Background: an optimization exercise with open tools, aiming at small area and a short achievable clock period. Do not read the settings as production practice.
Function was checked by simulation only, so behaviour that the tests miss may differ from the original.
Power is estimated from default activity; no workload was simulated.

== oak ==
// rwm_core
module rwm_core (
	input  logic                     afi_clk,
	input  logic                     afi_reset_n,
	input  rwm_isa_pkg::host_addr_t  host_addr_i,
	input  rwm_isa_pkg::host_data_t  host_wdata_i,
	input  logic                     cmd_write_i,
	input  logic                     cmd_read_i,
	input  rwm_phy_pkg::wdata_t      afi_rdata_i,
	input  logic                     afi_rdata_valid_i,
	output rwm_isa_pkg::host_data_t  host_rdata_o,
	output logic                     cmd_done_o,
	output rwm_phy_pkg::wdata_t      afi_wdata_o,
	output rwm_phy_pkg::dm_t         afi_dm_o,
	output rwm_phy_pkg::ac_bus_t     ac_bus_o,
	output rwm_phy_pkg::cs_bus_t     cs_bus_o
);
Settings: LEC_CHECK=0, CAP_MARGIN=20, CORE_MARGIN=2, CORE_UTILIZATION=60, CTS_CLUSTER_DIAMETER=150, CTS_CLUSTER_SIZE=20, SETUP_SLACK_MARGIN=2.8, SLEW_MARGIN=20; clock period 5.5 ns.
run.sh (not shown) runs the stock make flow with config.mk's settings and CLKGATE_MAP_FILE= SYNTH_SCRIPT=/design/flow/synth_recipe.tcl, a recipe that flattens the netlist after the stock synthesis.
oak ran in full, but the layout does not pass; the checks complain about antenna rules.
The following lists how birch was set up differently from oak:
-- flow/design.v --
<<< oak, line 305
	logic [NR-1:0] fa_ring_q;
	logic [3:0] fa_place_q;
	logic [4*NR-1:0] fa_sel_q;
	rwm_isa_pkg::pc_t fa_next;
	logic [NR-1:0] ring_next;
	logic [3:0] place_next;
	rwm_isa_pkg::pc_t pc_q;
	rwm_isa_pkg::sinst_t op_q;
>>> birch, line 305
	logic [NR-1:0] fa_ring_q;
	logic [3:0] fa_place_q;
	rwm_isa_pkg::pc_t pc_q;
	rwm_isa_pkg::sinst_t op_q;
<<< oak, line 351
		assign place_bus[3][k*W +: W] = r3;
	end
	always_comb begin
		mem_rd = '0;
		for (int p = 0; p < 4; p++) begin
			for (int k = 0; k < NR; k++) begin
				mem_rd = mem_rd | ({W{fa_sel_q[k*4+p]}} & place_bus[p][k*W +: W]);
			end
		end
	end
>>> birch, line 347
		assign place_bus[3][k*W +: W] = r3;
	end
	rwm_isa_pkg::sinst_t place_rd [4];
	always_comb begin
		mem_rd = '0;
		for (int p = 0; p < 4; p++) begin
			place_rd[p] = '0;
			for (int k = 0; k < NR; k++) begin
				place_rd[p] = place_rd[p] | ({W{fa_ring_q[k]}} & place_bus[p][k*W +: W]);
			end
			mem_rd = mem_rd | ({W{fa_place_q[p]}} & place_rd[p]);
		end
	end
<<< oak, line 385
		seq_ring = (fa_q[1:0] == 2'd3) ? {fa_ring_q[NR-2:0], fa_ring_q[NR-1]} : fa_ring_q;
		seq_place = {fa_place_q[1:0], fa_place_q[3:2]};
		if (run_start_i || (running_i && !op_ret)) begin
			if (jump_taken) begin
				fa_next = jmp_fa[loop_sel];
				ring_next = jmp_ring[loop_sel];
				place_next = jmp_place[loop_sel];
			end else begin
				fa_next = fa_q + 1'b1;
				ring_next = seq_ring;
				place_next = seq_place;
			end
		end else begin
			fa_next = host_fa_i;
			ring_next = host_ring;
			place_next = host_place;
		end
	end
	always_ff @(posedge afi_clk) begin
>>> birch, line 384
		seq_ring = (fa_q[1:0] == 2'd3) ? {fa_ring_q[NR-2:0], fa_ring_q[NR-1]} : fa_ring_q;
		seq_place = {fa_place_q[1:0], fa_place_q[3:2]};
	end
	always_ff @(posedge afi_clk) begin
<<< oak, line 411
			ac_mid_q <= onehot4(mem_rd[rwm_isa_pkg::SI_AC_LSB+2 +: 2]);
		end
		fa_q <= fa_next;
		fa_ring_q <= ring_next;
		fa_place_q <= place_next;
		for (int k = 0; k < NR; k++) begin
			for (int p = 0; p < 4; p++) fa_sel_q[k*4+p] <= ring_next[k] && place_next[p];
		end
		for (int l = 0; l < 2; l++) begin
>>> birch, line 395
			ac_mid_q <= onehot4(mem_rd[rwm_isa_pkg::SI_AC_LSB+2 +: 2]);
		end
		if (run_start_i || (running_i && !op_ret)) begin
			if (jump_taken) begin
				fa_q <= jmp_fa[loop_sel];
				fa_ring_q <= jmp_ring[loop_sel];
				fa_place_q <= jmp_place[loop_sel];
			end else begin
				fa_q <= fa_q + 1'b1;
				fa_ring_q <= seq_ring;
				fa_place_q <= seq_place;
			end
		end else begin
			fa_q <= host_fa_i;
			fa_ring_q <= host_ring;
			fa_place_q <= host_place;
		end
		for (int l = 0; l < 2; l++) begin
Results
birch went all the way through the flow, and no timing, DRC or antenna check failed. Against oak, birch comes in 1.4 mW lower on sum of internal, switching and leakage power. Diff oak -> birch | total core area | down by a few percent. Diff oak -> birch: detailed-routed wire length on met3 saw a decrease; post-detailed-placement cell area saw a decrease; synthesized-area fraction occupied by xor and xnor cells saw little to no change. Wire length for birch is lower than for oak. oak leaves less setup margin than birch. First-iteration DRC count, oak and birch: larger value in oak.

==> port drivers added, routing unchanged <==
The flow's constraints put no driver on any port. The routed layouts listed below were extracted and timed again, unchanged, in two steps. Step 1: set_driving_cell puts a clkbuf_16 on afi_clk and a buf_2 on each other input, an assumption about the parent block. Step 2 adds t to the input delays and takes it off the output delays; t is the mean of the earliest and latest rising clock arrival at the registers after step 1. Input paths then give back, and output paths get back, about the clock's delay inside the block. Three values: no drivers, after step 1, after step 2; two values: the first two.
run | t, ns | setup WS [ns] | worst data-port slew with drivers (ns)
oak | 1.042 | 2.526 / 2.526 / 1.876 | 0.34
birch | 0.998 | 2.566 / 2.566 / 2.010 | 0.23
For oak, which loses most, drivers alone change the setup slack by 0.000 ns; drivers and shift together by -0.650 ns.
